Source: an optimization exercise on an open RTL-to-GDS flow (aim: small area, a short achievable clock period and few clock cycles per item). Production flows keep margins and buffers that such runs may drop.
At most, simulation tests tie the RTL to the original design; equivalence was not proved.
Power figures rest on the tool's default switching activity, not on a simulated workload.

==> cedar <==
Design arena_bump_allocator_core, start of the top module:
module arena_bump_allocator_core (
  input  logic                              clk,
  input  logic                              rst_n,
  input  logic                              cfg_valid,
  output logic                              cfg_ready,
  input  logic                              cfg_index,
  input  logic [abump_pkg::ADDR_W-1:0]      cfg_data,
  input  logic                              in_valid,
  output logic                              in_ready,
  input  logic [abump_pkg::FUNC_W-1:0]      in_func,
  input  logic [abump_pkg::OFF_W-1:0]       in_request_size,
  input  logic [abump_pkg::ALIGN_LOG_W-1:0] in_align_log2,
  input  logic [abump_pkg::ADDR_W-1:0]      in_old_address,
  input  logic [abump_pkg::OFF_W-1:0]       in_old_length,
  input  logic [abump_pkg::OFF_W-1:0]       in_snap_current,
  input  logic [abump_pkg::OFF_W-1:0]       in_snap_previous,
  output logic                              out_valid,
  input  logic                              out_ready,
  output logic [abump_pkg::STATUS_W-1:0]    out_status,
  output logic [abump_pkg::ADDR_W-1:0]      out_result_address,
  output logic [abump_pkg::OFF_W-1:0]       out_copy_length,
  output logic [abump_pkg::OFF_W-1:0]       out_clear_offset,
  output logic [abump_pkg::OFF_W-1:0]       out_clear_length,
  output logic [abump_pkg::OFF_W-1:0]       out_current_offset,
  output logic [abump_pkg::OFF_W-1:0]       out_previous_offset
);
  ...
clock: 9.0 ns
lec_check: 0
cap_margin: 20
core_margin: 2
core_utilization: 55
setup_slack_margin: 2.5
slew_margin: 20
tns_end_percent: 100
standard.sh (not shown) runs the stock make flow with config.mk's settings and CLKGATE_MAP_FILE= SYNTH_SCRIPT=/design/flow/synth_recipe.tcl, a recipe that flattens the netlist after the stock synthesis.
==> flow/flow/run.sh <==
#!/bin/bash
# Standard layout, with the port buffers made as buf_1 cells instead of the
# delay-cell buffers buffer_ports picks by default.
cp standard.sh standard_sh.txt
export BUFFER_PORTS_ARGS="-buffer_cell sky130_fd_sc_hd__buf_1"
bash standard.sh > standard.log 2>&1
==> zinc: changes against cedar <==
--- a/flow/design.v
+++ b/flow/design.v
@@ -60,11 +60,11 @@
   input  logic [W-1:0] b,
   input  logic         ci,
   output logic [W-1:0] s,
   output logic [W:0]   cy
 );
-  localparam int L = (W < 2) ? 1 : (W < 4) ? 2 : (W < 8) ? 3 : (W < 16) ? 4 : (W < 32) ? 5 : 6;
+  localparam int L = $clog2(W + 1);
   logic [L:0][W:0] g;
   logic [L:0][W:0] p;
   assign g[0][0] = ci;
   assign p[0][0] = 1'b0;
   for (genvar i = 0; i < W; i++) begin : g_pg
@@ -125,11 +125,11 @@
 );
   localparam int OW = abump_pkg::OFF_W;
   localparam int AW = abump_pkg::ALIGN_W;
   localparam int DW = abump_pkg::ADDR_W;
   logic [DW-1:0] base_r;
-  logic [AW-1:0] nb_r;       
+  logic [AW-1:0] nb_r, nb_nxt;
   logic [OW-1:0] usable_r;
   logic [OW-1:0] top_r, top_nxt;
   logic [OW-1:0] last_r, last_nxt;
   logic                           valid_r;
   logic [abump_pkg::STATUS_W-1:0] status_r, status_nxt;
@@ -163,13 +163,13 @@
   logic [OW:0]   run;        
   logic [OW:0]   boff;
   for (genvar j = 0; j < AW; j++) begin : g_mask
     assign mask[j] = (j < in_align_log2);
   end
-  assign nb_r[0] = base_r[0];
+  assign nb_nxt[0] = cfg_data[0];
   for (genvar j = 1; j < AW; j++) begin : g_nb
-    assign nb_r[j] = base_r[j] ^ (|base_r[j-1:0]);
+    assign nb_nxt[j] = cfg_data[j] ^ (|cfg_data[j-1:0]);
   end
   abump_add #(AW) u_gt (.a(top_r[AW-1:0]), .b(~nb_r), .ci(1'b0), .s(), .cy(gt));
   assign bump_inc = gt[in_align_log2];
   assign run[0] = 1'b1;
   for (genvar j = 1; j <= OW; j++) begin : g_run
@@ -185,24 +185,25 @@
     end else begin : g_hi
       assign boff[j] = top_r[j] ^ (bump_inc & run[j]);
     end
   end
   assign boff[OW] = bump_inc & run[OW];
-  logic [OW:0]   room_d;
   logic [OW-1:0] room;
-  logic          room_ok;
-  assign room_d  = {1'b0, usable_r} - {1'b0, in_request_size};
-  assign room    = room_d[OW-1:0];
-  assign room_ok = !room_d[OW];
+  logic [OW:0]   room_cy;
+  abump_add #(OW) u_room (.a(usable_r), .b(~in_request_size), .ci(1'b1), .s(room), .cy(room_cy));
   logic [OW-1:0] cand_b;
+  logic [OW+1:0] fb_cy;
   logic          fit_b;
   abump_add #(OW) u_cand_b (.a(boff[OW-1:0]), .b(in_request_size), .ci(1'b0), .s(cand_b), .cy());
-  assign fit_b = room_ok && (boff <= {1'b0, room});
+  abump_add #(OW+1) u_fit_b (.a({1'b0, room}), .b(~boff), .ci(1'b1), .s(), .cy(fb_cy));
+  assign fit_b = room_cy[OW] && fb_cy[OW+1];
   logic [OW-1:0] cand_ip;
+  logic [OW:0]   fi_cy;
   logic          fit_ip;
   abump_add #(OW) u_cand_ip (.a(last_r), .b(in_request_size), .ci(1'b0), .s(cand_ip), .cy());
-  assign fit_ip = room_ok && (last_r <= room);
+  abump_add #(OW) u_fit_ip (.a(room), .b(~last_r), .ci(1'b1), .s(), .cy(fi_cy));
+  assign fit_ip = room_cy[OW] && fi_cy[OW];
   logic [DW-1:0] blk_addr;   
   logic          below;      
   logic          in_arena;   
   logic          bad;
   logic          in_place;
@@ -265,20 +266,22 @@
     mv_nxt  = rs_mv && fit_b;
   end
   always_ff @(posedge clk) begin
     if (!rst_n) begin
       base_r   <= '0;
+      nb_r     <= '0;
       usable_r <= '0;
       top_r    <= '0;
       last_r   <= '0;
       valid_r  <= 1'b0;
     end else begin
       if (cfg_valid) begin
         if (cfg_index) begin
           usable_r <= abump_pkg::usable_len(cfg_data[OW-1:0]);
         end else begin
           base_r <= cfg_data;
+          nb_r   <= nb_nxt;
         end
       end
       if (acc) begin
         top_r  <= top_nxt;
         last_r <= last_nxt;
==> flow/run.sh (new file) <==
#!/bin/bash
# synth_recipe.tcl (not shown) runs the flow's synth.tcl, then flattens the netlist and writes it again
# the make line also repeats each setting of config.mk as NAME=value (left out here)
make -C /OpenROAD-flow-scripts/flow DESIGN_CONFIG=/design/flow/config.mk WORK_HOME=/design/flow/orfs CLKGATE_MAP_FILE= SYNTH_SCRIPT=/design/flow/synth_recipe.tcl finish
--- a/flow/config.mk
+++ b/flow/config.mk
@@ -5,9 +5,9 @@
 export SDC_FILE = /design/flow/constraint.sdc
 export NUM_CORES = 4
 export LEC_CHECK = 0
 export CAP_MARGIN = 20
 export CORE_MARGIN = 2
-export CORE_UTILIZATION = 55
+export CORE_UTILIZATION = 40
 export SETUP_SLACK_MARGIN = 2.5
 export SLEW_MARGIN = 20
 export TNS_END_PERCENT = 100
removed: flow/flow/run.sh
removed: flow/standard.sh
==> willow: changes against cedar <==
--- a/flow/design.v
+++ b/flow/design.v
@@ -125,11 +125,11 @@
 );
   localparam int OW = abump_pkg::OFF_W;
   localparam int AW = abump_pkg::ALIGN_W;
   localparam int DW = abump_pkg::ADDR_W;
   logic [DW-1:0] base_r;
-  logic [AW-1:0] nb_r;       
+  logic [AW-1:0] nb_r, nb_nxt;
   logic [OW-1:0] usable_r;
   logic [OW-1:0] top_r, top_nxt;
   logic [OW-1:0] last_r, last_nxt;
   logic                           valid_r;
   logic [abump_pkg::STATUS_W-1:0] status_r, status_nxt;
@@ -163,13 +163,13 @@
   logic [OW:0]   run;        
   logic [OW:0]   boff;
   for (genvar j = 0; j < AW; j++) begin : g_mask
     assign mask[j] = (j < in_align_log2);
   end
-  assign nb_r[0] = base_r[0];
+  assign nb_nxt[0] = cfg_data[0];
   for (genvar j = 1; j < AW; j++) begin : g_nb
-    assign nb_r[j] = base_r[j] ^ (|base_r[j-1:0]);
+    assign nb_nxt[j] = cfg_data[j] ^ (|cfg_data[j-1:0]);
   end
   abump_add #(AW) u_gt (.a(top_r[AW-1:0]), .b(~nb_r), .ci(1'b0), .s(), .cy(gt));
   assign bump_inc = gt[in_align_log2];
   assign run[0] = 1'b1;
   for (genvar j = 1; j <= OW; j++) begin : g_run
@@ -185,24 +185,25 @@
     end else begin : g_hi
       assign boff[j] = top_r[j] ^ (bump_inc & run[j]);
     end
   end
   assign boff[OW] = bump_inc & run[OW];
-  logic [OW:0]   room_d;
   logic [OW-1:0] room;
-  logic          room_ok;
-  assign room_d  = {1'b0, usable_r} - {1'b0, in_request_size};
-  assign room    = room_d[OW-1:0];
-  assign room_ok = !room_d[OW];
+  logic [OW:0]   room_cy;
+  abump_add #(OW) u_room (.a(usable_r), .b(~in_request_size), .ci(1'b1), .s(room), .cy(room_cy));
   logic [OW-1:0] cand_b;
+  logic [OW+1:0] fb_cy;
   logic          fit_b;
   abump_add #(OW) u_cand_b (.a(boff[OW-1:0]), .b(in_request_size), .ci(1'b0), .s(cand_b), .cy());
-  assign fit_b = room_ok && (boff <= {1'b0, room});
+  abump_add #(OW+1) u_fit_b (.a({1'b0, room}), .b(~boff), .ci(1'b1), .s(), .cy(fb_cy));
+  assign fit_b = room_cy[OW] && fb_cy[OW+1];
   logic [OW-1:0] cand_ip;
+  logic [OW:0]   fi_cy;
   logic          fit_ip;
   abump_add #(OW) u_cand_ip (.a(last_r), .b(in_request_size), .ci(1'b0), .s(cand_ip), .cy());
-  assign fit_ip = room_ok && (last_r <= room);
+  abump_add #(OW) u_fit_ip (.a(room), .b(~last_r), .ci(1'b1), .s(), .cy(fi_cy));
+  assign fit_ip = room_cy[OW] && fi_cy[OW];
   logic [DW-1:0] blk_addr;   
   logic          below;      
   logic          in_arena;   
   logic          bad;
   logic          in_place;
@@ -265,20 +266,22 @@
     mv_nxt  = rs_mv && fit_b;
   end
   always_ff @(posedge clk) begin
     if (!rst_n) begin
       base_r   <= '0;
+      nb_r     <= '0;
       usable_r <= '0;
       top_r    <= '0;
       last_r   <= '0;
       valid_r  <= 1'b0;
     end else begin
       if (cfg_valid) begin
         if (cfg_index) begin
           usable_r <= abump_pkg::usable_len(cfg_data[OW-1:0]);
         end else begin
           base_r <= cfg_data;
+          nb_r   <= nb_nxt;
         end
       end
       if (acc) begin
         top_r  <= top_nxt;
         last_r <= last_nxt;
--- a/flow/config.mk
+++ b/flow/config.mk
@@ -5,9 +5,10 @@
 export SDC_FILE = /design/flow/constraint.sdc
 export NUM_CORES = 4
 export LEC_CHECK = 0
 export CAP_MARGIN = 20
 export CORE_MARGIN = 2
-export CORE_UTILIZATION = 55
+export CORE_UTILIZATION = 40
+export PLACE_DENSITY = 0.75
 export SETUP_SLACK_MARGIN = 2.5
 export SLEW_MARGIN = 20
 export TNS_END_PERCENT = 100
==> summary of the runs <==
- Against zinc, the routed wire length of cedar is smaller by 1.8%.
- Combinational power: cedar > zinc > willow.
- In cedar the clock-buffer cell count is lower than in willow, by 6.
- Register-to-register slack, lowest first: cedar, zinc, willow.
- Clock power, lowest first: willow, zinc, cedar.
- The lowest core utilization belongs to willow, the highest to cedar.
- Global-route usage, lowest first: willow, zinc, cedar.
- In synthesized area, zinc and willow do not differ.
- Clock skew: cedar > zinc > willow.
- Setup slack: cedar < willow < zinc.
==> figures <==
Non-clock buffer share of cell area: zinc 15.41%; willow 7.447%; cedar 9.588%
Final design utilization: zinc 51.40%; willow 46.82%; cedar 67.11%
Beginning of the worst hold path: zinc nb_r[9]; willow nb_r[9]; cedar base_r[14]
Number of sequential storage elements: zinc 178; willow 178; cedar 164
Via count of the first global-routing pass: zinc 17.62k; willow 17.36k; cedar 18.27k
First-pass DRT Iterations: zinc 5; willow 7; cedar 6
Via count normalized by instance count: zinc 5.609; willow 5.711; cedar 6.051
Placed Instances: zinc 3161; willow 3157; cedar 3002
Share of power burned in combinational logic: zinc 37.3%; willow 35.3%; cedar 39.4%
Max FFs per register: zinc 31; willow 31; cedar 32
Total die area: zinc 49260 um2; willow 49260 um2; cedar 35880 um2
Routed met1 length: zinc 31.75 mm; willow 27.73 mm; cedar 27.29 mm
Starting density of the core: zinc 40.63%; willow 40.63%; cedar 56.12%
Total global-route track usage: zinc 28.05%; willow 26.86%; cedar 37.57%
Group with the largest share of power: zinc combinational logic; willow registers; cedar combinational logic
Core ar.: zinc 46750 um2; willow 46750 um2; cedar 33700 um2
Post-route clock skew: zinc 0.01590 ns; willow 0.01398 ns; cedar 0.02129 ns
Capturing point of the worst reg2reg path: zinc top_r[10]; willow top_r[16]; cedar last_r[17]
Fill cell total of the finished layout: zinc 4483; willow 4652; cedar 2872
Status: zinc finished clean; willow finished clean; cedar finished clean
Worst-Skew Late Latency: zinc 0.51 ns; willow 0.51 ns; cedar 0.48 ns
Testbench counts of willow, summed over its fixed seeds: cycles 91,397, items 80,000.
Only the layout flow was run in cedar and zinc; the RTL was not checked for function there.

re-timing with driven ports:
No port has a modelled driver above. Below, the same layouts with a new extraction and two added sets of constraints.
Step 1 (the two cells are an assumption about what drives the block):
set clk [get_ports {clk}]
set_driving_cell -lib_cell sky130_fd_sc_hd__clkbuf_16 $clk
set_driving_cell -lib_cell sky130_fd_sc_hd__buf_2 [delete_from_list [all_inputs] $clk]
Step 2 adds t to the input delays and takes it off the output delays; t is the mean of the earliest and latest rising clock arrival at the registers after step 1. Input paths then give back, and output paths get back, about the clock's delay inside the block.
Three values: no drivers, after step 1, after step 2; two values: the first two.
| run | shift t [ns] | slack for setup (ns) | clock arrival spread, ns | cell pins on the clock port's net |
|---|---|---|---|---|
| cedar | 0.520 | 2.489 / 2.489 / 2.085 | 0.023 / 0.023 | 1 |
| zinc | 0.562 | 2.649 / 2.633 / 2.117 | 0.016 / 0.016 | 1 |
| willow | 0.552 | 2.609 / 2.618 / 2.067 | 0.014 / 0.013 | 1 |
After both steps setup and hold are still met in every run listed. For willow, which loses most, drivers alone change the setup slack by +0.009 ns; drivers and shift together by -0.542 ns.
